From an optimization exercise on the open Yosys and OpenROAD flow, aimed at small area, a short achievable clock period and few clock cycles per item; shortcuts taken in it are not production practice.
No functional check of the RTL was part of any run shown here.

===== flow/config.mk =====
export PLATFORM = sky130hd
export DESIGN_NAME = alpha_gain_position_tracker
export DESIGN_NICKNAME = alpha_gain_position_tracker
export VERILOG_FILES = /design/flow/design.v
export SDC_FILE = /design/flow/constraint.sdc
export NUM_CORES = 4
export LEC_CHECK = 0
export CAP_MARGIN = 20
export CORE_MARGIN = 2
export CORE_UTILIZATION = 50
export SLEW_MARGIN = 20

===== flow/design.v =====
`default_nettype none
package agpt_pkg;
  localparam int MEAS_W    = 16;
  localparam int CFG_W     = 16;
  localparam int CFG_IDX_W = 2;
  localparam int VAR_W     = 24;
  localparam int DEN_W     = VAR_W + 1;
  localparam int GAIN_W    = 17;
  localparam logic [CFG_IDX_W-1:0] CFG_PROCESS_NOISE = 2'd0;
  localparam logic [CFG_IDX_W-1:0] CFG_MEAS_NOISE    = 2'd1;
  localparam logic [CFG_IDX_W-1:0] CFG_VEL_GAIN      = 2'd2;
  localparam logic [CFG_W-1:0]  PROCESS_NOISE_RST = 16'd1024;
  localparam logic [CFG_W-1:0]  MEAS_NOISE_RST    = 16'd6400;
  localparam logic [CFG_W-1:0]  VEL_GAIN_RST      = 16'd19661;
  localparam logic [VAR_W-1:0]  VAR_RST   = 24'd256;
  localparam logic [VAR_W-1:0]  VAR_MAX   = 24'hFFFFFF;
endpackage
`default_nettype wire
`default_nettype none
module agpt_div #(
  parameter int W     = 25,
  parameter int DIV_B = 4
) (
  input  wire logic [W-1:0]     rem_in,
  input  wire logic [W-1:0]     den,
  output logic      [W-1:0]     rem_out,
  output logic      [DIV_B-1:0] q
);
  always_comb begin
    logic [W-1:0] r;
    logic [W:0]   t;
    r = rem_in;
    for (int i = DIV_B - 1; i >= 0; i--) begin
      t = {r, 1'b0} - {1'b0, den};
      if (!t[W]) begin
        r    = t[W-1:0];
        q[i] = 1'b1;
      end else begin
        r    = {r[W-2:0], 1'b0};
        q[i] = 1'b0;
      end
    end
    rem_out = r;
  end
endmodule
`default_nettype wire
`default_nettype none
module alpha_gain_position_tracker #(
  parameter int DIV_B = 4
) (
  input  wire logic                 clk,
  input  wire logic                 rst_n,
  input  wire logic                 cfg_we,
  input  wire logic [1:0]           cfg_index,
  input  wire logic [15:0]          cfg_data,
  input  wire logic                 in_valid,
  output logic                      in_stall,
  input  wire logic [32:0]          in_data,
  output logic                      out_valid,
  input  wire logic                 out_stall,
  output logic [32:0]               out_data
);
  localparam int POS_W  = 24;
  localparam int STEP_W = 21;
  localparam int VAR_W  = 24;
  localparam int DEN_W  = 25;
  localparam int MB_W   = 25;           
  localparam int PW     = 18 + MB_W;    
  localparam int NIT    = 16 / DIV_B;   
  localparam int CNT_W  = (NIT > 1) ? $clog2(NIT) : 1;
  localparam logic [2:0] T0 = 3'd0;
  localparam logic [2:0] T1 = 3'd1;
  localparam logic [2:0] T2 = 3'd2;
  localparam logic [2:0] T3 = 3'd3;
  localparam logic [2:0] T4 = 3'd4;
  localparam logic [2:0] T5 = 3'd5;
  localparam logic [1:0] V_IDLE = 2'd0;
  localparam logic [1:0] V_RUN  = 2'd1;
  localparam logic [1:0] V_DONE = 2'd2;
  function automatic logic signed [POS_W-1:0] sat_pos(input logic signed [POS_W+1:0] v);
    if ((&v[POS_W+1:POS_W-1]) || !(|v[POS_W+1:POS_W-1]))
      sat_pos = v[POS_W-1:0];
    else
      sat_pos = v[POS_W+1] ? {1'b1, {(POS_W-1){1'b0}}} : {1'b0, {(POS_W-1){1'b1}}};
  endfunction
  function automatic logic signed [STEP_W-1:0] sat_step(input logic signed [MB_W:0] v);
    if ((&v[MB_W:STEP_W-1]) || !(|v[MB_W:STEP_W-1]))
      sat_step = v[STEP_W-1:0];
    else
      sat_step = v[MB_W] ? {1'b1, {(STEP_W-1){1'b0}}} : {1'b0, {(STEP_W-1){1'b1}}};
  endfunction
  function automatic logic signed [15:0] to_port(input logic signed [POS_W-1:0] p);
    logic [16:0] t;
    t = {p[POS_W-1], p[POS_W-1:8]} + 17'(p[7]);
    if (t[16] != t[15]) to_port = 16'h7FFF;
    else                to_port = t[15:0];
  endfunction
  logic [15:0]               pn_r, mn_r, vg_r;
  logic [2:0]                seq_r;
  logic                      seeded_r;
  logic                      epa_r;         
  logic signed [POS_W-1:0]   pos_r  [2];
  logic signed [STEP_W-1:0]  step_r [2];
  logic [VAR_W-1:0]          var_r;
  logic signed [MB_W-1:0]    mb_r;          
  logic signed [PW-1:0]      prod_r;
  logic                      out_valid_r;
  logic [1:0]                vst_r;
  logic [CNT_W-1:0]          vcnt_r;
  logic [DEN_W-1:0]          rem_r;
  logic [DEN_W-1:0]          den_r;
  logic [16:0]               q_r;           
  logic                      z_r;           
  logic                      det;
  logic signed [15:0]        meas_x, meas_y;
  logic                      out_free;
  logic                      frame_ps;      
  logic                      frame_c;       
  logic                      go_ps, go_c;
  logic                      early_p;
  assign det      = in_data[32];
  assign meas_x   = in_data[31:16];
  assign meas_y   = in_data[15:0];
  assign out_free = !out_valid_r || !out_stall;
  assign frame_ps = in_valid && (!det || !seeded_r);
  assign frame_c  = in_valid && det && seeded_r;
  assign go_ps    = (seq_r == T0) && frame_ps && out_free;
  assign go_c     = (seq_r == T0) && frame_c && out_free && (vst_r == V_DONE);
  assign early_p  = (seq_r >= T2) && in_valid && !det && !epa_r;
  assign in_stall = !(go_ps || (seq_r == T1));
  logic signed [POS_W-1:0] pp [2];
  always_comb begin
    for (int i = 0; i < 2; i++)
      pp[i] = sat_pos((POS_W+2)'(pos_r[i]) + (POS_W+2)'(step_r[i]));
  end
  logic [16:0]               mul_a;
  logic signed [PW-1:0]      mul_c;
  logic signed [PW-1:0]      prod;
  always_comb begin
    if (seq_r == T3 || seq_r == T4) mul_a = {1'b0, vg_r};
    else                            mul_a = q_r;
    if (seq_r == T0) mul_c = PW'(rem_r);
    else             mul_c = PW'(32768);
  end
  assign prod = $signed({1'b0, mul_a}) * mb_r + mul_c;
  logic signed [MB_W-1:0]  prod_hi;    
  assign prod_hi = prod_r[MB_W+15:16];
  logic                      load_c;
  logic                      p_upd;
  logic [VAR_W-1:0]          vbase;
  logic [VAR_W:0]            vsum;
  logic [VAR_W-1:0]          vp;
  logic [DEN_W-1:0]          dsum;
  logic [DEN_W-1:0]          rem_nx;
  logic [DIV_B-1:0]          qbits;
  assign load_c = (seq_r == T1);
  assign p_upd  = (go_ps && !epa_r) || early_p;
  assign vbase  = load_c ? prod_r[VAR_W+15:16] : var_r;
  assign vsum   = {1'b0, vbase} + (VAR_W+1)'(pn_r);
  assign vp     = vsum[VAR_W] ? {VAR_W{1'b1}} : vsum[VAR_W-1:0];
  assign dsum   = {1'b0, vp} + DEN_W'(mn_r);
  agpt_div #(.W(DEN_W), .DIV_B(DIV_B)) u_div (
    .rem_in  (rem_r),
    .den     (den_r),
    .rem_out (rem_nx),
    .q       (qbits)
  );
  always_ff @(posedge clk) begin
    if (!rst_n) begin
      var_r  <= agpt_pkg::VAR_RST;
      vst_r  <= V_IDLE;
      vcnt_r <= '0;
    end else if (cfg_we) begin
      vst_r  <= V_IDLE;
    end else if (load_c || (vst_r == V_IDLE && !p_upd)) begin
      if (load_c) var_r <= vbase;
      vst_r  <= V_RUN;
      vcnt_r <= '0;
    end else if (p_upd) begin
      var_r  <= vp;
      vst_r  <= V_IDLE;
    end else if (vst_r == V_RUN) begin
      vcnt_r <= vcnt_r + 1'b1;
      if (vcnt_r == CNT_W'(NIT - 1)) vst_r <= V_DONE;
    end
  end
  always_ff @(posedge clk) begin
    if (load_c || (vst_r == V_IDLE && !p_upd)) begin
      if (mn_r == '0) begin
        rem_r <= '0;
        den_r <= '1;
        z_r   <= (vp != '0);
      end else begin
        rem_r <= DEN_W'(vp);
        den_r <= dsum;
        z_r   <= 1'b0;
      end
    end else if (vst_r == V_RUN) begin
      rem_r <= rem_nx;
      if (DIV_B < 16) q_r[15:0] <= {q_r[15-DIV_B:0], qbits};
      else            q_r[15:0] <= 16'(qbits);
      if (vcnt_r == CNT_W'(NIT - 1)) q_r[16] <= z_r;
    end
  end
  always_ff @(posedge clk) begin
    if (!rst_n) begin
      pn_r <= agpt_pkg::PROCESS_NOISE_RST;
      mn_r <= agpt_pkg::MEAS_NOISE_RST;
      vg_r <= agpt_pkg::VEL_GAIN_RST;
    end else if (cfg_we) begin
      case (cfg_index)
        2'd0: pn_r <= cfg_data;
        2'd1: mn_r <= cfg_data;
        2'd2: vg_r <= cfg_data;
        default: ;
      endcase
    end
  end
  always_ff @(posedge clk) begin
    if (!rst_n) begin
      seq_r       <= T0;
      seeded_r    <= 1'b0;
      epa_r       <= 1'b0;
      out_valid_r <= 1'b0;
      for (int i = 0; i < 2; i++) begin
        pos_r[i]  <= '0;
        step_r[i] <= '0;
      end
    end else begin
      if (out_valid_r && !out_stall) out_valid_r <= 1'b0;
      if (early_p) epa_r <= 1'b1;
      case (seq_r)
        T0: begin
          if (go_ps) begin
            epa_r       <= 1'b0;
            out_valid_r <= 1'b1;
            if (det) begin
              pos_r[0]  <= POS_W'(meas_x) <<< 8;
              pos_r[1]  <= POS_W'(meas_y) <<< 8;
              step_r[0] <= '0;
              step_r[1] <= '0;
              seeded_r  <= 1'b1;
            end else begin
              pos_r[0]  <= pp[0];
              pos_r[1]  <= pp[1];
            end
          end else if (go_c) begin
            pos_r[0] <= pp[0];
            pos_r[1] <= pp[1];
            seq_r    <= T1;
          end
        end
        T1: seq_r <= T2;
        T2: begin
          pos_r[0] <= sat_pos((POS_W+2)'(pos_r[0]) + (POS_W+2)'(prod_hi));
          seq_r    <= T3;
        end
        T3: begin
          pos_r[1]    <= sat_pos((POS_W+2)'(pos_r[1]) + (POS_W+2)'(prod_hi));
          out_valid_r <= 1'b1;
          seq_r       <= T4;
        end
        T4: begin
          step_r[0] <= sat_step((MB_W+1)'(step_r[0]) + (MB_W+1)'(prod_hi));
          seq_r     <= T5;
        end
        T5: begin
          step_r[1] <= sat_step((MB_W+1)'(step_r[1]) + (MB_W+1)'(prod_hi));
          seq_r     <= T0;
        end
        default: seq_r <= T0;
      endcase
    end
  end
  always_ff @(posedge clk) begin
    prod_r <= prod;
    case (seq_r)
      T0: begin
        if (go_c) mb_r <= MB_W'((POS_W+1)'(meas_x) <<< 8) - MB_W'(pp[0]);
        else      mb_r <= MB_W'(mn_r);
      end
      T1: mb_r <= MB_W'((POS_W+1)'(meas_y) <<< 8) - MB_W'(pos_r[1]);
      T2: mb_r <= prod_hi;
      T3: mb_r <= prod_hi;
      default: mb_r <= MB_W'(mn_r);
    endcase
  end
  assign out_valid = out_valid_r;
  assign out_data  = {to_port(pos_r[0]), to_port(pos_r[1]), seeded_r};
endmodule
`default_nettype wire

===== flow/constraint.sdc =====
create_clock -name core_clock -period 10.5 [get_ports {clk}]
set_input_delay 2.1000 -clock core_clock [delete_from_list [all_inputs] [get_ports {clk}]]
set_output_delay 2.1000 -clock core_clock [all_outputs]
set_load 0.01 [all_outputs]

===== flow/run.sh =====
#!/bin/bash
# synth_recipe.tcl (not shown) runs the flow's synth.tcl, then flattens the netlist and writes it again
# the make line also repeats each setting of config.mk as NAME=value (left out here)
make -C /OpenROAD-flow-scripts/flow DESIGN_CONFIG=/design/flow/config.mk WORK_HOME=/design/flow/orfs CLKGATE_MAP_FILE= SYNTH_SCRIPT=/design/flow/synth_recipe.tcl finish

==> impl_table.tex, run 1 <==
\begin{tabular}{lr}
\hline
Metric & Value \\
\hline
\multicolumn{2}{l}{\textbf{Outcome}} \\
\quad Run status & failed layout checks \\
\quad Layout check faults & setup timing \\
\multicolumn{2}{l}{\textbf{Worst setup path}} \\
\quad Delay of the slowest critical-path stage & 480 ps \\
\quad Largest fanout of any net on the critical path & 7 \\
\quad Reg2Reg Setup Slack & -110 ps \\
\quad Critical Path Sink Type & flop \\
\quad Kind of start point of the critical path & flop \\
\quad Startpoint of the worst register-to-register path & rem\_r[21] \\
\quad Worst setup endpoint & rem\_r[2] \\
\quad Worst EP arrival & 10,930 ps \\
\quad Count of cells along the worst register-to-register path & between 40 and 50 \\
\quad RR Endpoint & rem\_r[2] \\
\quad Cell type with the highest occurrence count on the critical path & buf\_4 \\
\quad Worst setup path startpoint & rem\_r[21] \\
\quad Worst Path Class, Setup & flop to flop \\
\quad Worst EP required & roughly 11,000 ps \\
\quad Worst path slowest cell & a2111o\_1 \\
\multicolumn{2}{l}{\textbf{Clock tree}} \\
\quad Max Buffers Root-to-Sink & 3 \\
\quad Post-cts hold buffer count & 0 \\
\quad Count of H-tree levels built during CTS & 2 \\
\quad Inserted Clock Buffers & 38 \\
\quad CTS Root Buffer Type & clkbuf\_16 \\
\quad Insertion delay to the later sink of the worst-skew pair & 570 ps \\
\quad Clock input transition at the sequential cells of the worst setup and hold paths & $\sim$60 ps \\
\quad Clock tree from TritonCTS & yes \\
\quad CTS sink cnt & 290 \\
\multicolumn{2}{l}{\textbf{Timing}} \\
\quad Count of final hold-check violations & 0 \\
\quad Setup total negative slack & -653 ps \\
\quad Tightest Pin Transition & 1170 ps \\
\quad Slew HR & 21.7\% \\
\quad Ratio of final minimum period to clock period & 101\% \\
\quad Smallest hold slack & 445 ps \\
\quad Setup skew after layout & 16.7 ps \\
\quad Unrepaired setup endpoints after global routing & yes \\
\quad Minimum period implied by the final worst setup slack & 10,610 ps \\
\quad Worst setup margin & -113 ps \\
\quad Max Clk Rate & between 0.09 and 0.1 GHz \\
\quad Count of pins over their slew limit & 0 \\
\quad Number of failing setup endpoints in the final timing report & 15 \\
\multicolumn{2}{l}{\textbf{Floorplan}} \\
\quad IO Count & 91 \\
\quad Die Wd & slightly above 300 um \\
\quad Height of the chip & 303 um \\
\quad Core ar. & 0.0884 sq mm \\
\quad Initial standard-cell utilization of the core & between 50\% and 60\% \\
\quad Die Area & between 0.09 and 0.1 sq mm \\
\quad Site row count & 109 \\
\multicolumn{2}{l}{\textbf{Synth}} \\
\quad Number of standard cells after synthesis & 5,491 \\
\quad Yosys cell types & 105 \\
\quad Predominant post-synthesis flop cell & dfxtp\_1 \\
\quad Count of flip-flops with a built-in enable after synthesis & 68 \\
\quad Number of nets produced by synthesis & around 6,400 \\
\quad Async SR Flop Fraction & 0\% \\
\quad Number of synthesized register bits & 290 \\
\quad Synth warn & 5 \\
\quad Sequential fraction of the synthesis area & $\sim$15\% \\
\quad Synthesized area & 0.0446 sq mm \\
\quad Syn Area/Cell & 8.13 sq um \\
\multicolumn{2}{l}{\textbf{Layout}} \\
\quad Layout cell share with drive strength beyond 1 & approximately 12\% \\
\quad Count of nets after finishing & 6,784 \\
\quad Highest-count cells in the layout ignoring fill and taps & nand2\_1 (720), inv\_1 (608), fa\_1 (434), buf\_4 (434), ha\_1 (404) \\
\quad Layout area overhead & 16.0\% \\
\quad Leading cell type in the layout, fill and taps excluded & nand2\_1 \\
\multicolumn{2}{l}{\textbf{Min path}} \\
\quad Hold WC Path Type & flop to flop \\
\quad Number of instances on the worst hold path & 0 \\
\multicolumn{2}{l}{\textbf{Route}} \\
\quad Average routed wire per standard cell & about 22 um \\
\quad Met3 WL post-DR & 11,000 um \\
\quad Routed vias & 41,500 \\
\quad WL final & approximately 160,000 um \\
\quad Top routing layer in use & met5 \\
\quad Antenna-violating nets left & 0 \\
\quad Detailed-routed wire length on met2 & 70,200 um \\
\quad Violation count after the first detailed-route iteration & 3,351 \\
\quad Met1 Wirelength & 67,400 um \\
\quad First-pass iteration count of the detailed router & 7 \\
\quad Number of design rule violations left after detail routing & 0 \\
\quad Avg Vias per Cell & 5.88 \\
\multicolumn{2}{l}{\textbf{Place}} \\
\quad PortBufs & 90 \\
\quad Setup slack at placement & -621 ps \\
\quad Half-perimeter wire length after placement & 122,000 um \\
\quad Routability-driven placement congestion ratio & 0.969 \\
\multicolumn{2}{l}{\textbf{Global routing}} \\
\quad Largest net degree at the start of global routing & 68 \\
\quad Vias in the first global route & 40,200 \\
\quad Initial antenna violation count & 5 \\
\quad Wire length of the first global-routing pass & about 240,000 um \\
\quad Total GRT Usage & 33.6\% \\
\quad Remaining Overflow, GRT & 0 \\
\multicolumn{2}{l}{\textbf{Flow run}} \\
\quad Max-Cap Viols & 0 \\
\hline
\end{tabular}
critical path, delay by kind of cell, from the launching register on:
family | cells | cell delay (ps)
XOR/XNOR | 2 | 490
buffers and inverters | 7 | 1210
adder cells (fa/ha/maj) | 4 | 1050
multiplexers | 4 | 1130
flip-flops | 1 | 430
AND/OR/NAND/NOR | 5 | 840
AO/OA/AOI/OAI | 24 | 5160
metrics by stage:
stage / instance area, sq um / utilization (%) / instances
3_5_place_dp: 49400 / 56.0 / 6947
2_1_floorplan: 44800 / - / 5491
6_report: 51800 / 58.6 / 7060
5_1_grt: 51700 / 58.6 / 7056
3_3_place_gp: 49400 / 56.0 / 6947
4_1_cts: 51300 / 58.0 / 7035
flip-flops by register name, indices dropped and copies added (netlist names), 3 cells and up:
register / cells
seq_r: 3
den_r: 25
step_r: 42
q_r: 17
pos_r: 48
vg_r: 16
mn_r: 16
prod_r: 25
rem_r: 25
pn_r: 16
mb_r: 25
var_r: 24
cells by family (layout without fill, tap and decap cells):
logic type	Yosys count	after routing	synth area share (%)
mux	85	85	2.05
xor+xnor	321	321	6.39
simple gates	1771	1771	18.8
fa+ha+maj	866	866	31.6
compound gates	1332	1332	19.6
other cells	0	4	0
buf+inv	826	1226	7.07
flops	290	290	14.5
worst min path at each step:
stage               endpoint   start  slack (ps)
floorplan            q_r[16]     z_r         400
global placement     q_r[12]  q_r[8]         420
detailed placement   q_r[16]     z_r         420
CTS                  q_r[12]  q_r[8]         450
global route         q_r[12]  q_r[8]         450
finish               q_r[12]  q_r[8]         450
synthesized netlist by cell type, types with 42 or more instances:
library cell	instances	area, sq um
a31oi_1	49	307
a211oi_1	44	330
o21a_1	52	390
a21o_1	158	1190
nor3_1	79	395
nor2b_1	142	888
nand2b_1	97	607
dfxtp_1	222	4440
edfxtp_1	68	2040
fa_1	434	8690
nand3_1	82	410
xnor2_1	218	1910
xor2_1	99	867
mux2i_1	42	420
ha_1	428	5360
o21ai_0	250	1250
inv_1	614	2300
nor2_1	314	1180
and2_1	98	613
clkbuf_1	171	642
nand2_1	725	2720
and3_1	61	382
a21oi_1	392	1960
area by class of cell:
type | instances | area, sq um
well taps | 1165 | 1460
inverters | 618 | 2320
multi-input cells | 4375 | 35800
diodes | 4 | 10.0
clock inverters | 18 | 139
flip-flops and latches | 290 | 6490
repair buffers | 542 | 4420
clock buffers | 47 | 1080
repair inverters | 1 | 7.51
fillers | 8263 | 36600
repair_timing:
item / in CTS / in global routing
pin swaps: 18 / 51
gates resized for setup: 83 / 60
setup endpoints to repair: 26 / 26
buffers inserted: 21 / 23
cloned: 2 / 0
routing by layer:
metal | global-route usage (%) | up-vias
li1 | - | 19500
met1 | 45.7 | 20200
met2 | 54.4 | 1419
met3 | 5.01 | 299
met5 | 0 | -
met4 | 12.2 | 2
==> run 2, diff against run 1 <==
--- a/flow/design.v
+++ b/flow/design.v
@@ -20,9 +20,10 @@
 module agpt_div #(
-  parameter int W     = 25,
-  parameter int DIV_B = 4
+  parameter int W   = 25,
+  parameter int NST = 2
 ) (
-  input  wire logic [W-1:0]     rem_in,
-  input  wire logic [W-1:0]     den,
-  output logic      [W-1:0]     rem_out,
-  output logic      [DIV_B-1:0] q
+  input  wire logic [W-1:0]       rem_in,
+  input  wire logic [W-1:0]       den,
+  input  wire logic [W+1:0]       den3,
+  output logic      [W-1:0]       rem_out,
+  output logic      [2*NST-1:0]   q
 );
@@ -30,12 +31,20 @@
     logic [W-1:0] r;
-    logic [W:0]   t;
+    logic [W+2:0] t1, t2, t3;
     r = rem_in;
-    for (int i = DIV_B - 1; i >= 0; i--) begin
-      t = {r, 1'b0} - {1'b0, den};
-      if (!t[W]) begin
-        r    = t[W-1:0];
-        q[i] = 1'b1;
+    for (int i = NST - 1; i >= 0; i--) begin
+      t1 = {1'b0, r, 2'b00} - {3'b000, den};
+      t2 = {1'b0, r, 2'b00} - {2'b00, den, 1'b0};
+      t3 = {1'b0, r, 2'b00} - {1'b0, den3};
+      if (!t3[W+2]) begin
+        r = t3[W-1:0];
+        q[2*i +: 2] = 2'd3;
+      end else if (!t2[W+2]) begin
+        r = t2[W-1:0];
+        q[2*i +: 2] = 2'd2;
+      end else if (!t1[W+2]) begin
+        r = t1[W-1:0];
+        q[2*i +: 2] = 2'd1;
       end else begin
-        r    = {r[W-2:0], 1'b0};
-        q[i] = 1'b0;
+        r = {r[W-3:0], 2'b00};
+        q[2*i +: 2] = 2'd0;
       end
@@ -45,7 +54,46 @@
 endmodule
+module agpt_mul #(
+  parameter int AW = 17,
+  parameter int BW = 25,
+  parameter int PW = 43
+) (
+  input  wire logic [AW-1:0]        a,
+  input  wire logic signed [BW-1:0] b,
+  input  wire logic [PW-1:0]        c,
+  output logic      [PW-1:0]        p
+);
+  localparam int ND = (AW + 2) / 2;        
+  localparam int WW = BW + 1;              
+  logic [2*ND:0]    ax;
+  logic [PW-1:0]    rows [ND];
+  logic [PW-1:0]    negs;
+  logic [PW-1:0]    kc;
+  assign ax = {{(2*ND-AW){1'b0}}, a, 1'b0};
+  always_comb begin
+    kc   = '0;
+    negs = '0;
+    for (int j = 0; j < ND; j++) begin
+      logic [2:0]    g;
+      logic          one, two, neg;
+      logic [WW-1:0] m;
+      g    = ax[2*j +: 3];
+      one  = g[0] ^ g[1];
+      two  = (g == 3'b011) || (g == 3'b100);
+      neg  = g[2] && !(g == 3'b111);
+      m    = one ? {b[BW-1], b} : (two ? {b, 1'b0} : '0);
+      m    = neg ? ~m : m;
+      rows[j] = '0;
+      rows[j][2*j +: WW] = {~m[WW-1], m[WW-2:0]};
+      negs[2*j] = neg;
+      kc = kc - (PW'(1) << (WW - 1 + 2*j));
+    end
+  end
+  always_comb begin
+    p = c + kc + negs;
+    for (int j = 0; j < ND; j++) p = p + rows[j];
+  end
+endmodule
 `default_nettype wire
 `default_nettype none
-module alpha_gain_position_tracker #(
-  parameter int DIV_B = 4
-) (
+module alpha_gain_position_tracker (
   input  wire logic                 clk,
@@ -68,4 +116,4 @@
   localparam int PW     = 18 + MB_W;    
-  localparam int NIT    = 16 / DIV_B;   
-  localparam int CNT_W  = (NIT > 1) ? $clog2(NIT) : 1;
+  localparam int NIT    = 4;            
+  localparam int CNT_W  = 2;
   localparam logic [2:0] T0 = 3'd0;
@@ -111,2 +159,3 @@
   logic [DEN_W-1:0]          den_r;
+  logic [DEN_W+1:0]          den3_r;        
   logic [16:0]               q_r;           
@@ -144,3 +193,8 @@
   end
-  assign prod = $signed({1'b0, mul_a}) * mb_r + mul_c;
+  agpt_mul #(.AW(17), .BW(MB_W), .PW(PW)) u_mul (
+    .a (mul_a),
+    .b (mb_r),
+    .c (mul_c),
+    .p (prod)
+  );
   logic signed [MB_W-1:0]  prod_hi;    
@@ -154,3 +208,4 @@
   logic [DEN_W-1:0]          rem_nx;
-  logic [DIV_B-1:0]          qbits;
+  logic [3:0]                qbits;
+  logic [DEN_W+1:0]          dsum3;
   assign load_c = (seq_r == T1);
@@ -161,5 +216,7 @@
   assign dsum   = {1'b0, vp} + DEN_W'(mn_r);
-  agpt_div #(.W(DEN_W), .DIV_B(DIV_B)) u_div (
+  assign dsum3  = {1'b0, vp, 1'b0} + (DEN_W+1)'(vp) + (DEN_W+1)'({mn_r, 1'b0}) + (DEN_W+1)'(mn_r);
+  agpt_div #(.W(DEN_W), .NST(2)) u_div (
     .rem_in  (rem_r),
     .den     (den_r),
+    .den3    (den3_r),
     .rem_out (rem_nx),
@@ -189,9 +246,11 @@
       if (mn_r == '0) begin
-        rem_r <= '0;
-        den_r <= '1;
-        z_r   <= (vp != '0);
+        rem_r  <= '0;
+        den_r  <= '1;
+        den3_r <= '1;
+        z_r    <= (vp != '0);
       end else begin
-        rem_r <= DEN_W'(vp);
-        den_r <= dsum;
-        z_r   <= 1'b0;
+        rem_r  <= DEN_W'(vp);
+        den_r  <= dsum;
+        den3_r <= dsum3;
+        z_r    <= 1'b0;
       end
@@ -199,4 +258,3 @@
       rem_r <= rem_nx;
-      if (DIV_B < 16) q_r[15:0] <= {q_r[15-DIV_B:0], qbits};
-      else            q_r[15:0] <= 16'(qbits);
+      q_r[15:0] <= {q_r[11:0], qbits};
       if (vcnt_r == CNT_W'(NIT - 1)) q_r[16] <= z_r;
@@ -254,3 +312,3 @@
         T2: begin
-          pos_r[0] <= sat_pos((POS_W+2)'(pos_r[0]) + (POS_W+2)'(prod_hi));
+          pos_r[0] <= upd_pos;
           seq_r    <= T3;
@@ -258,3 +316,3 @@
         T3: begin
-          pos_r[1]    <= sat_pos((POS_W+2)'(pos_r[1]) + (POS_W+2)'(prod_hi));
+          pos_r[1]    <= upd_pos;
           out_valid_r <= 1'b1;
@@ -263,3 +321,3 @@
         T4: begin
-          step_r[0] <= sat_step((MB_W+1)'(step_r[0]) + (MB_W+1)'(prod_hi));
+          step_r[0] <= upd_step;
           seq_r     <= T5;
@@ -267,3 +325,3 @@
         T5: begin
-          step_r[1] <= sat_step((MB_W+1)'(step_r[1]) + (MB_W+1)'(prod_hi));
+          step_r[1] <= upd_step;
           seq_r     <= T0;
@@ -274,2 +332,23 @@
   end
+  logic signed [POS_W-1:0]   upd_a;
+  logic signed [MB_W:0]      upd_sum;
+  logic signed [POS_W-1:0]   upd_pos;
+  logic signed [STEP_W-1:0]  upd_step;
+  always_comb begin
+    case (seq_r)
+      T2:      upd_a = pos_r[0];
+      T3:      upd_a = pos_r[1];
+      T4:      upd_a = POS_W'(step_r[0]);
+      default: upd_a = POS_W'(step_r[1]);
+    endcase
+  end
+  assign upd_sum  = (MB_W+1)'(upd_a) + (MB_W+1)'(prod_hi);
+  assign upd_pos  = sat_pos((POS_W+2)'(upd_sum));
+  assign upd_step = sat_step(upd_sum);
+  logic signed [15:0]        res_m;
+  logic signed [POS_W-1:0]   res_p;
+  logic signed [MB_W-1:0]    resid;
+  assign res_m = (seq_r == T1) ? meas_y : meas_x;
+  assign res_p = (seq_r == T1) ? pos_r[1] : pp[0];
+  assign resid = MB_W'((POS_W+1)'(res_m) <<< 8) - MB_W'(res_p);
   always_ff @(posedge clk) begin
@@ -278,6 +357,6 @@
       T0: begin
-        if (go_c) mb_r <= MB_W'((POS_W+1)'(meas_x) <<< 8) - MB_W'(pp[0]);
+        if (go_c) mb_r <= resid;
         else      mb_r <= MB_W'(mn_r);
       end
-      T1: mb_r <= MB_W'((POS_W+1)'(meas_y) <<< 8) - MB_W'(pos_r[1]);
+      T1: mb_r <= resid;
       T2: mb_r <= prod_hi;
==> run 2 against run 1 <==
Final cell count fell by 12%. Flip-flop and latch count is 26 higher. The run now finishes clean. Clock skew rose by 16 ps. Critical endpoint is now prod_r[40]. Synthesized cell count shrank 5.6%. First-iteration DRC count grew 31%.
==> impl_table.tex, run 2 <==
\begin{tabular}{lr}
\hline
Metric & Value \\
\hline
\multicolumn{2}{l}{\textbf{Route}} \\
\quad Violation count after the first detailed-route iteration & 4,392 \\
\quad Routed vias & between 30,000 and 40,000 \\
\quad Avg Vias per Cell & 6.41 \\
\quad First-pass iteration count of the detailed router & 8 \\
\quad Average routed wire per standard cell & 24.7 um \\
\quad Antenna-violating nets left & 0 \\
\quad WL final & $\sim$150,000 um \\
\quad Number of design rule violations left after detail routing & 0 \\
\multicolumn{2}{l}{\textbf{Clock tree}} \\
\quad Count of H-tree levels built during CTS & 2 \\
\quad Setup Fix Bufs, Post-CTS & 0 \\
\quad CTS sink cnt & 316 \\
\quad Count of instances resized after the clock tree is built & 0 \\
\quad Clock tree from TritonCTS & yes \\
\quad CTS Root Buffer Type & clkbuf\_16 \\
\quad Inserted Clock Buffers & 38 \\
\quad Post-cts hold buffer count & 0 \\
\quad Max Buffers Root-to-Sink & 3 \\
\quad Clock input transition at the sequential cells of the worst setup and hold paths & 60 ps \\
\quad Insertion delay to the later sink of the worst-skew pair & 590 ps \\
\multicolumn{2}{l}{\textbf{Timing}} \\
\quad Setup skew after layout & 32.4 ps \\
\quad Count of final hold-check violations & 0 \\
\quad Minimum period implied by the final worst setup slack & about 9800 ps \\
\quad Unrepaired setup endpoints after global routing & no \\
\quad Setup total negative slack & 0 ps \\
\quad Slew HR & 23.2\% \\
\quad Tightest Pin Transition & around 1100 ps \\
\quad Count of pins over their slew limit & 0 \\
\quad Number of failing setup endpoints in the final timing report & 0 \\
\quad Max Clk Rate & just over 0.1 GHz \\
\quad Smallest hold slack & 446 ps \\
\quad Ratio of final minimum period to clock period & 93.4\% \\
\multicolumn{2}{l}{\textbf{Min path}} \\
\quad Number of instances on the worst hold path & 0 \\
\quad Hold WC Path Type & flop to flop \\
\multicolumn{2}{l}{\textbf{Synth}} \\
\quad Leading post-synthesis cells by instance count & nand2\_1 (531), ha\_1 (446), a21oi\_1 (406), inv\_1 (344), o21ai\_0 (294) \\
\quad Number of standard cells after synthesis & just over 5,000 \\
\quad Cell with the most instances after synthesis & nand2\_1 \\
\quad Number of nets produced by synthesis & 5,905 \\
\quad Synth warn & 7 \\
\quad Synthesized area & between 0.04 and 0.05 sq mm \\
\quad Count of flip-flops with a built-in enable after synthesis & 94 \\
\quad Cell taking the most area after synthesis & ha\_1 \\
\quad Predominant post-synthesis flop cell & dfxtp\_1 \\
\quad Number of synthesized register bits & around 320 \\
\quad Syn Area/Cell & 8.14 sq um \\
\quad Async SR Flop Fraction & 0\% \\
\quad Share of Yosys cell area claimed by the top area cell type & a little over an eighth \\
\quad Sequential fraction of the synthesis area & 17.2\% \\
\quad Yosys cell types & between 100 and 150 \\
\quad Biggest area contributors in the synthesized netlist & ha\_1 (13\%), dfxtp\_1 (11\%), fa\_1 (11\%), edfxtp\_1 (6.7\%), xnor2\_1 (4.9\%) \\
\multicolumn{2}{l}{\textbf{Layout}} \\
\quad Top flop regs & pos\_r: 48 flops, step\_r: 42 flops, den3\_r: 26 flops \\
\quad Count of nets after finishing & 5,841 \\
\quad Highest-count cells in the layout ignoring fill and taps & nand2\_1 (529), ha\_1 (446), a21oi\_1 (402) \\
\quad Number of flip-flops in the largest register & 48 \\
\quad Leading cell type in the layout, fill and taps excluded & nand2\_1 \\
\quad Layout area overhead & 7.78\% \\
\quad Layout cell share with drive strength beyond 1 & approximately 5.4\% \\
\quad Largest register by flop count & pos\_r \\
\quad Number of fillers in the final layout & between 7,000 and 8,000 \\
\multicolumn{2}{l}{\textbf{Floorplan}} \\
\quad Height of the chip & 294 um \\
\quad Die Wd & 294 um \\
\quad Die Area & about 0.087 sq mm \\
\quad Core ar. & 0.0836 sq mm \\
\quad Initial standard-cell utilization of the core & approximately 50\% \\
\quad Site row count & 106 \\
\quad IO Count & 91 \\
\multicolumn{2}{l}{\textbf{Global routing}} \\
\quad Remaining Overflow, GRT & 0 \\
\quad Wire length of the first global-routing pass & 232,000 um \\
\quad Initial antenna violation count & 2 \\
\quad Vias in the first global route & 36,900 \\
\quad Largest net degree at the start of global routing & 86 \\
\quad Total GRT Usage & 35.0\% \\
\multicolumn{2}{l}{\textbf{Worst setup path}} \\
\quad Worst path slowest cell & dfxtp\_1 \\
\quad Critical Path Sink Type & flop \\
\quad Count of cells along the worst register-to-register path & 29 \\
\quad Delay of the slowest critical-path stage & 780 ps \\
\quad Worst EP required & 10,980 ps \\
\quad Largest fanout of any net on the critical path & 28 \\
\quad Worst EP arrival & 10,290 ps \\
\quad Cell type with the highest occurrence count on the critical path & fa\_1 \\
\quad Kind of start point of the critical path & flop \\
\quad Worst Path Class, Setup & flop to flop \\
\multicolumn{2}{l}{\textbf{Flow run}} \\
\quad Max-Cap Viols & 0 \\
\multicolumn{2}{l}{\textbf{Place}} \\
\quad PortBufs & 90 \\
\quad Routability-driven placement congestion ratio & 0.983 \\
\quad Half-perimeter wire length after placement & $\sim$120,000 um \\
\multicolumn{2}{l}{\textbf{Outcome}} \\
\quad Run status & timing/DRC/antenna clean \\
\hline
\end{tabular}
[run 2: cell count changes in the layout (fill, tap and decap cells not counted), sizes merged, moves of 37 or more]
cell    delta
inv      -268
nand3     +37
a211oi    +43
buf      -357
nand2    -194
nor2b    -101
o21ai     +54
nor2      -66
xor2     +121
a22oi    +201
mux2i     +39
fa       -212
and2      -56
[run 2: logic make-up after synthesis]
group,count (synthesis),synth area share (%)
AND/OR/NAND/NOR,1328,14.9
multiplexers,102,2.48
flip-flops,316,17.2
AO/OA/AOI/OAI,1663,26.1
adder cells (fa/ha/maj),676,24.0
buffers and inverters,639,5.87
XOR/XNOR,457,9.49
[run 2: final cells by class]
class	count	area [sq um]	share of cell area, %
diodes	1	2.50	0.00551
clock buffers	50	1090	2.40
clock inverters	20	204	0.449
inverters	349	1310	2.89
multi-input cells	4226	32600	71.7
flip-flops and latches	316	7270	16.0
well taps	1080	1350	2.97
repair buffers	186	1630	3.58
[run 2: per-layer routing]
metal | GRT usage [%] | routed length (um) | vias up
met4 | 12.6 | 6280 | 4
met5 | 0 | 30 | -
met3 | 7.73 | 16200 | 291
met1 | 51.5 | 69400 | 19200
met2 | 49.6 | 62200 | 1887
li1 | - | - | 18600
[run 2: worst paths after layout]
path / endpoint / startpoint / slack [ps]
setup / recovery: prod_r[40] / seq_r[2] / 700
hold / removal: q_r[12] / q_r[8] / 450
setup reg to reg: prod_r[40] / seq_r[2] / 700
hold reg to reg: q_r[12] / q_r[8] / 450
[run 2: through the flow]
stage	worst slack (ps)	utilization (%)	instance area [sq um]	instances
2_1_floorplan	2110	-	42200	5181
3_3_place_gp	1040	52.8	44100	6156
3_5_place_dp	865	52.8	44200	6157
4_1_cts	790	54.4	45400	6227
5_1_grt	134	54.4	45500	6227
6_report	697	54.4	45500	6228
[run 2: critical path, delay by kind of cell (launching register included)]
| family | cells | cell delay (ps) |
|---|---|---|
| fa+ha+maj | 7 | 2960 |
| compound gates | 11 | 2540 |
| simple gates | 4 | 1730 |
| buf+inv | 4 | 870 |
| flops | 1 | 780 |
| mux | 1 | 410 |
| xor+xnor | 2 | 400 |
==> run 3, diff against run 2 <==
--- a/flow/config.mk
+++ b/flow/config.mk
@@ -10,2 +10,3 @@
 export CORE_UTILIZATION = 50
+export SETUP_SLACK_MARGIN = 3.5
 export SLEW_MARGIN = 20
==> run 3 against run 2 <==
Still clean on timing, DRC and antenna. Sequential share of layout area is 1.1 points lower. Highest routed layer is now met4. First-iteration DRC count is 7.7% higher. Critical path type unchanged. Final cell count is 3.0% higher. Critical endpoint unchanged.
==> impl_table.tex, run 3 <==
\begin{tabular}{lr}
\hline
Metric & Value \\
\hline
\multicolumn{2}{l}{\textbf{Layout}} \\
\quad Final core utilization & about three fifths \\
\quad Layout cell share with drive strength beyond 1 & 12.7\% \\
\quad Layout area overhead & 15.8\% \\
\quad Number of flip-flops in the largest register & 48 \\
\quad Summed area of non-filler cells in the final layout & 0.0489 sq mm \\
\quad Highest-count cells in the layout ignoring fill and taps & nand2\_1 (509), ha\_1 (419), a21oi\_1 (385) \\
\quad Count of nets after finishing & 6,031 \\
\quad Leading cell type in the layout, fill and taps excluded & nand2\_1 \\
\quad Number of fillers in the final layout & $\sim$7,600 \\
\quad Largest register by flop count & pos\_r \\
\quad Final cell count without fillers & 6,413 \\
\quad Top flop regs & pos\_r: 48 flops, step\_r: 42 flops, den3\_r: 26 flops \\
\multicolumn{2}{l}{\textbf{Route}} \\
\quad First-pass iteration count of the detailed router & 10 \\
\quad Routed vias & 41,700 \\
\quad Number of design rule violations left after detail routing & 0 \\
\quad WL final & 164,000 um \\
\quad Antenna-violating nets left & 0 \\
\quad Average routed wire per standard cell & 25.5 um \\
\quad Violation count after the first detailed-route iteration & between 4,000 and 5,000 \\
\quad Avg Vias per Cell & 6.49 \\
\multicolumn{2}{l}{\textbf{Worst setup path}} \\
\quad Cell type with the highest occurrence count on the critical path & ha\_4 \\
\quad Number of stages on the worst setup path & 31 \\
\quad Worst Path Class, Setup & flop to flop \\
\quad RR Endpoint & prod\_r[40] \\
\quad Kind of start point of the critical path & flop \\
\quad Worst setup endpoint & prod\_r[40] \\
\quad Startpoint of the worst register-to-register path & seq\_r[1] \\
\quad Count of cells along the worst register-to-register path & 31 \\
\quad Worst EP required & 10,950 ps \\
\quad Largest fanout of any net on the critical path & 6 \\
\quad Worst setup path startpoint & seq\_r[1] \\
\quad Worst EP arrival & between 8000 and 9000 ps \\
\quad Critical Path Sink Type & flop \\
\quad Buffering stage count on the worst path with inverters included & 5 \\
\quad Delay of the slowest critical-path stage & 580 ps \\
\quad Reg2Reg Setup Slack & 2770 ps \\
\quad Worst path slowest cell & fa\_2 \\
\quad Top cell family by delay on the critical path & adder cells \\
\multicolumn{2}{l}{\textbf{Min path}} \\
\quad Hold WC Path Type & flop to flop \\
\multicolumn{2}{l}{\textbf{Clock tree}} \\
\quad Max Buffers Root-to-Sink & 3 \\
\quad CTS Root Buffer Type & clkbuf\_16 \\
\quad Clock input transition at the sequential cells of the worst setup and hold paths & approximately 60 ps \\
\quad CTS sink cnt & 316 \\
\quad Inserted Clock Buffers & 37 \\
\quad Insertion delay to the later sink of the worst-skew pair & 590 ps \\
\quad Count of H-tree levels built during CTS & 2 \\
\quad Clock tree from TritonCTS & yes \\
\multicolumn{2}{l}{\textbf{Floorplan}} \\
\quad Site row count & 106 \\
\quad Core ar. & 0.0836 sq mm \\
\quad IO Count & 91 \\
\quad Die Wd & between 200 and 300 um \\
\quad Initial standard-cell utilization of the core & 50.5\% \\
\quad Die Area & roughly 0.087 sq mm \\
\quad Height of the chip & 294 um \\
\multicolumn{2}{l}{\textbf{Timing}} \\
\quad Ratio of final minimum period to clock period & 73.6\% \\
\quad Setup skew after layout & 30.9 ps \\
\quad Count of pins over their slew limit & 0 \\
\quad Smallest hold slack & about 440 ps \\
\quad Number of failing setup endpoints in the final timing report & 0 \\
\quad Unrepaired setup endpoints after global routing & yes \\
\quad Setup total negative slack & 0 ps \\
\quad Slew HR & 17.4\% \\
\quad Max Clk Rate & 0.129 GHz \\
\quad Tightest Pin Transition & 1240 ps \\
\quad Minimum period implied by the final worst setup slack & $\sim$7700 ps \\
\quad Count of final hold-check violations & 0 \\
\quad Worst setup margin & 2770 ps \\
\multicolumn{2}{l}{\textbf{Synth}} \\
\quad Syn Area/Cell & 8.14 sq um \\
\quad Async SR Flop Fraction & 0\% \\
\quad Sequential fraction of the synthesis area & approximately 17\% \\
\quad Leading post-synthesis cells by instance count & nand2\_1 (531), ha\_1 (446), a21oi\_1 (406), inv\_1 (344), o21ai\_0 (294) \\
\quad Predominant post-synthesis flop cell & dfxtp\_1 \\
\quad Count of flip-flops with a built-in enable after synthesis & 94 \\
\quad Share of Yosys cell area claimed by the top area cell type & 13.2\% \\
\quad Number of standard cells after synthesis & 5,181 \\
\quad Synthesized area & about 0.042 sq mm \\
\quad Biggest area contributors in the synthesized netlist & ha\_1 (13\%), dfxtp\_1 (11\%), fa\_1 (11\%), edfxtp\_1 (6.7\%), xnor2\_1 (4.9\%) \\
\quad Cell with the most instances after synthesis & nand2\_1 \\
\quad Number of nets produced by synthesis & 5,905 \\
\quad Synth warn & 7 \\
\quad Cell taking the most area after synthesis & ha\_1 \\
\quad Yosys cell types & 105 \\
\quad Number of synthesized register bits & 316 \\
\multicolumn{2}{l}{\textbf{Global routing}} \\
\quad Vias in the first global route & 39,000 \\
\quad Largest net degree at the start of global routing & 88 \\
\quad Remaining Overflow, GRT & 0 \\
\quad Wire length of the first global-routing pass & 243,000 um \\
\quad Initial antenna violation count & 3 \\
\quad Total GRT Usage & a little under two fifths \\
\multicolumn{2}{l}{\textbf{Flow run}} \\
\quad Max-Cap Viols & 0 \\
\multicolumn{2}{l}{\textbf{Place}} \\
\quad Setup slack at placement & 1470 ps \\
\quad Area of placed instances & about 0.044 sq mm \\
\quad PortBufs & 90 \\
\quad Routability-driven placement congestion ratio & 0.980 \\
\quad Half-perimeter wire length after placement & 119,000 um \\
\quad Cell Count Post-Placement & 6,151 \\
\multicolumn{2}{l}{\textbf{Outcome}} \\
\quad Run status & timing/DRC/antenna clean \\
\hline
\end{tabular}
==> run 3: repair_timing <==
action / CTS / global route
gates resized for setup: 199 / 131
pin swaps: 90 / 115
hold buffers: 0 / 0
buffers inserted: 151 / 32
cloned: 12 / 1
endpoints found under the setup margin: 83 / 67
==> run 3: layout make-up <==
cell class                 instances  area (sq um)  area share, %
antenna                            1          2.50        0.00512
tap                             1080          1350           2.77
inverter                         349          1330           2.73
multi-input combinational       4237         34200           70.0
timing repair buffer             366          3480           7.12
clock inverter                    17           204          0.417
clock buffer                      47           993           2.03
sequential                       316          7280           14.9
==> run 3: worst reg2reg max path: cells and delay by family (launching register included) <==
kind | cells | cell delay (ps)
adders and majority gates | 7 | 2720
AOI/OAI and AO/OA | 11 | 2410
xor gates and xnor gates | 2 | 300
buffers and inverters | 5 | 560
DFF | 1 | 360
and+or+nand+nor | 4 | 900
muxes | 2 | 380
==> run 3: cells by family (layout without fill, tap and decap cells) <==
family | Yosys count | count (layout) | synth area share, %
compound gates | 1663 | 1663 | 26.1
xor+xnor | 457 | 457 | 9.49
fa+ha+maj | 676 | 676 | 24.0
buf+inv | 639 | 779 | 5.87
flops | 316 | 316 | 17.2
mux | 102 | 102 | 2.48
other cells | 0 | 1 | 0
simple gates | 1328 | 1339 | 14.9
==> run 3: how the worst min path moves through the flow <==
stage	startpoint	end	slack, ps	cells past startpoint
floorplan	z_r	q_r[16]	400	0
global placement	var_r[12]	var_r[12]	440	2
detailed placement	q_r[8]	q_r[12]	440	0
CTS	var_r[0]	var_r[0]	450	2
global route	var_r[5]	var_r[5]	460	2
finish	q_r[6]	q_r[10]	440	0
==> run 3: per-layer routing <==
layer  vias to the layer above  GRT usage (%)  part of all wire, %
met5                         -              0                    0
met4                         0           14.8                  4.7
met3                       383           7.29                   11
met2                      2177           52.9                   41
met1                     20200           53.3                   43
li1                      18900              -                    -
==> run 4, diff against run 3 <==
--- a/flow/config.mk
+++ b/flow/config.mk
@@ -7,2 +7,3 @@
 export LEC_CHECK = 0
+export ABC_CLOCK_PERIOD_IN_PS = 6000
 export CAP_MARGIN = 20
@@ -10,3 +11,3 @@
 export CORE_UTILIZATION = 50
-export SETUP_SLACK_MARGIN = 3.5
+export SETUP_SLACK_MARGIN = 4.5
 export SLEW_MARGIN = 20
==> run 4 against run 3 <==
Worst hold slack better by 10 ps. Clock skew rose by 8.6 ps. Design area up 6.5%. Count of clock-buffer cells in the layout increased by 6. Critical path depth down 4. Wire length grew 5.5%. Highest routed layer is now met5.
==> impl_table.tex, run 4 <==
\begin{tabular}{lr}
\hline
Metric & Value \\
\hline
\multicolumn{2}{l}{\textbf{Outcome}} \\
\quad Run status & timing/DRC/antenna clean \\
\multicolumn{2}{l}{\textbf{Floorplan}} \\
\quad Initial standard-cell utilization of the core & 50.5\% \\
\quad Core ar. & 0.0836 sq mm \\
\quad Site row count & around 110 \\
\quad IO Count & between 90 and 100 \\
\quad Die Area & slightly below 0.09 sq mm \\
\quad Die Wd & 294 um \\
\quad Height of the chip & 294 um \\
\multicolumn{2}{l}{\textbf{Synth}} \\
\quad Syn Area/Cell & 8.14 sq um \\
\quad Synthesized area & $\sim$0.042 sq mm \\
\quad Dominant combinational cell family by area after synthesis & compound AO/OA/AOI/OAI gates \\
\quad Number of nets produced by synthesis & 5,905 \\
\quad Sequential fraction of the synthesis area & between 15 and 20\% \\
\quad Cell taking the most area after synthesis & ha\_1 \\
\quad Multiplexer share of the synthesized area & 2.48\% \\
\quad Async SR Flop Fraction & 0\% \\
\quad Count of flip-flops with a built-in enable after synthesis & 94 \\
\quad Cell with the most instances after synthesis & nand2\_1 \\
\quad Synth warn & 7 \\
\quad Number of standard cells after synthesis & slightly above 5,000 \\
\quad Number of synthesized register bits & around 320 \\
\quad Adder-cell share of the synthesized area & 24.0\% \\
\quad Xor-xnor portion of the synthesized cell area & 9.49\% \\
\quad Post-synthesis simple-gate area fraction & between 10 and 15\% \\
\quad Biggest area contributors in the synthesized netlist & ha\_1 (13\%), dfxtp\_1 (11\%), fa\_1 (11\%), edfxtp\_1 (6.7\%), xnor2\_1 (4.9\%) \\
\quad Predominant post-synthesis flop cell & dfxtp\_1 \\
\quad Area fraction in compound gates after synthesis & 26.1\% \\
\quad Leading post-synthesis cells by instance count & nand2\_1 (531), ha\_1 (446), a21oi\_1 (406), inv\_1 (344), o21ai\_0 (294) \\
\quad Yosys cell types & 105 \\
\quad Share of Yosys cell area claimed by the top area cell type & 13.2\% \\
\multicolumn{2}{l}{\textbf{Timing}} \\
\quad Worst setup margin & between 2000 and 3000 ps \\
\quad Count of final hold-check violations & 0 \\
\quad Setup total negative slack & 0 ps \\
\quad Slew HR & 15.6\% \\
\quad Setup skew after layout & 39.5 ps \\
\quad Minimum period implied by the final worst setup slack & 7580 ps \\
\quad Number of failing setup endpoints in the final timing report & 0 \\
\quad Count of pins over their slew limit & 0 \\
\quad Unrepaired setup endpoints after global routing & yes \\
\quad Ratio of final minimum period to clock period & 72.2\% \\
\quad Max Clk Rate & approximately 0.13 GHz \\
\quad Tightest Pin Transition & 1260 ps \\
\multicolumn{2}{l}{\textbf{Global routing}} \\
\quad Top Usage Layer GRT & met1 \\
\quad Wire length of the first global-routing pass & 253,000 um \\
\quad Total GRT Usage & 38.4\% \\
\quad Largest net degree at the start of global routing & 83 \\
\quad Vias in the first global route & 40,000 \\
\quad Met1 Resource Use GR & 56.2\% \\
\quad Routing usage on met3 & 7.59\% \\
\quad Remaining Overflow, GRT & 0 \\
\quad Met2 GRT Util & between 50\% and 60\% \\
\quad Initial antenna violation count & 3 \\
\multicolumn{2}{l}{\textbf{Route}} \\
\quad WL final & 173,000 um \\
\quad Routed vias & 42,900 \\
\quad Number of design rule violations left after detail routing & 0 \\
\quad Violation count after the first detailed-route iteration & 5,392 \\
\quad Antenna-violating nets left & 0 \\
\quad Avg Vias per Cell & about 6.5 \\
\quad Average routed wire per standard cell & 26.2 um \\
\quad First-pass iteration count of the detailed router & 8 \\
\multicolumn{2}{l}{\textbf{Layout}} \\
\quad Layout cell share with drive strength beyond 1 & 19.1\% \\
\quad Final cell count without fillers & about 6,600 \\
\quad Largest register by flop count & pos\_r \\
\quad Highest-count cells in the layout ignoring fill and taps & nand2\_1 (514), a21oi\_1 (360), ha\_1 (360) \\
\quad Sequential standard cell area & about 0.0073 sq mm \\
\quad Layout area overhead & 23.4\% \\
\quad Summed area of non-filler cells in the final layout & 0.0520 sq mm \\
\quad Count of nets after finishing & about 6,200 \\
\quad Number of flip-flops in the largest register & 48 \\
\quad Number of fillers in the final layout & slightly above 7,000 \\
\quad Area occupied by multi-input gates & $\sim$0.036 sq mm \\
\quad Leading cell type in the layout, fill and taps excluded & nand2\_1 \\
\quad Top flop regs & pos\_r: 48 flops, step\_r: 42 flops, den3\_r: 26 flops \\
\multicolumn{2}{l}{\textbf{Worst setup path}} \\
\quad Worst path slowest cell & fa\_1 \\
\quad Cell type with the highest occurrence count on the critical path & fa\_1 \\
\quad Worst setup path startpoint & seq\_r[2] \\
\quad Worst EP required & 10,950 ps \\
\quad Kind of start point of the critical path & flop \\
\quad Worst EP arrival & approximately 8000 ps \\
\quad Critical Path Sink Type & flop \\
\quad Largest fanout of any net on the critical path & 14 \\
\quad Count of cells along the worst register-to-register path & 27 \\
\quad Delay of the slowest critical-path stage & 580 ps \\
\quad Worst Path Class, Setup & flop to flop \\
\quad Startpoint of the worst register-to-register path & seq\_r[2] \\
\multicolumn{2}{l}{\textbf{Min path}} \\
\quad Hold WC Path Type & flop to flop \\
\quad Number of instances on the worst hold path & 2 \\
\quad Startpoint of the tightest hold check path & var\_r[0] \\
\multicolumn{2}{l}{\textbf{Clock tree}} \\
\quad Count of H-tree levels built during CTS & 2 \\
\quad Clock tree from TritonCTS & yes \\
\quad Clock input transition at the sequential cells of the worst setup and hold paths & $\sim$60 ps \\
\quad CTS sink cnt & 316 \\
\quad Inserted Clock Buffers & 38 \\
\quad Max Buffers Root-to-Sink & 3 \\
\quad Post-cts hold buffer count & 0 \\
\quad Insertion delay to the later sink of the worst-skew pair & around 600 ps \\
\quad CTS Root Buffer Type & clkbuf\_16 \\
\multicolumn{2}{l}{\textbf{Place}} \\
\quad PortBufs & 90 \\
\quad Routability-driven placement congestion ratio & a little under 1 \\
\quad Half-perimeter wire length after placement & 121,000 um \\
\quad Setup slack at placement & 1480 ps \\
\quad Cell Count Post-Placement & 6,155 \\
\quad Area of placed instances & 0.0446 sq mm \\
\multicolumn{2}{l}{\textbf{Flow run}} \\
\quad Max-Cap Viols & 0 \\
\hline
\end{tabular}
## run 4: cell types whose count changed in the layout (fill, tap and decap cells not counted), sizes merged, moves of 2 or more
| cell | delta |
|---|---|
| inv | -4 |
| clkinvlp | +5 |
| clkbuf | +7 |
| clkdlybuf4s50 | -2 |
| nor2 | -2 |
| diode | +2 |
| buf | +179 |
## run 4: timing repair
item	CTS	global route
gates cloned	16	1
gates resized for setup	420	185
endpoints found under the setup margin	164	154
pin swaps	243	102
buffers inserted	272	85
## run 4: per-layer routing
layer / vias to the layer above / routed length, um
met5: - / 13
met4: 2 / 7800
met3: 391 / 20400
met2: 2426 / 71100
met1: 20800 / 73400
li1: 19300 / -
## run 4: path summary, 6_finish.rpt
kind	endpoint	slack (ps)
min reg2reg	var_r[0]	450
max reg2reg	prod_r[40]	2920
min	var_r[0]	450
max	prod_r[40]	2920
## run 4: cell families after synthesis
group,after synthesis
adder cells (fa/ha/maj),676
AO/OA/AOI/OAI,1663
multiplexers,102
buffers and inverters,639
XOR/XNOR,457
flip-flops,316
AND/OR/NAND/NOR,1328
## run 4: area by class of cell
| cell class | count | share of cell area (%) |
|---|---|---|
| multi-input cells | 4237 | 68.4 |
| flip-flops and latches | 316 | 14.0 |
| repair buffers | 547 | 9.96 |
| inverters | 349 | 2.62 |
| well taps | 1080 | 2.60 |
| clock buffers | 53 | 2.12 |
| clock inverters | 17 | 0.329 |
| diodes | 3 | 0.0144 |
## run 4: stage by stage
step	util [%]	hold slack (ps)
after global routing	62.3	450
after CTS	60.3	450
after detailed placement	53.3	436
final	62.3	452
after floorplan	-	400
after global placement	53.3	433
## run 4: worst max-delay path, delay by kind of cell, from the launching register on
| kind | cells | cell delay [ps] |
|---|---|---|
| xor+xnor | 2 | 310 |
| compound gates | 9 | 1870 |
| fa+ha+maj | 7 | 3230 |
| simple gates | 4 | 810 |
| flops | 1 | 370 |
| mux | 1 | 370 |
| buf+inv | 4 | 500 |

==> separate check: timing with driven ports <==
How much do the figures lean on ideal ports? The routed layouts below were timed once more, with nothing changed but the port constraints.
Step 1 assumes that a clkbuf_16 drives the clock port and a buf_2 every other input.
Step 2 adds t to the input delays and takes it off the output delays; t is the mean of the earliest and latest rising clock arrival at the registers after step 1. Input paths then give back, and output paths get back, about the clock's delay inside the block.
a / b / c = ideal / step 1 / step 2; a / b = the first two.
run	t, ns	setup WS [ns]	worst hold slack (ns)	slew at the worst register clock pin (ns)	worst data-port slew with drivers (ns)
run 1	0.634	-0.113 / -0.113 / -0.113	0.445 / 0.445 / 0.445	0.07 / 0.07	0.08
run 2	0.641	0.697 / 0.697 / 0.697	0.446 / 0.446 / 0.446	0.07 / 0.07	0.05
run 3	0.641	2.774 / 2.774 / 2.774	0.441 / 0.441 / 0.441	0.07 / 0.07	0.04
run 4	0.638	2.920 / 2.920 / 2.920	0.452 / 0.452 / 0.452	0.07 / 0.07	0.04
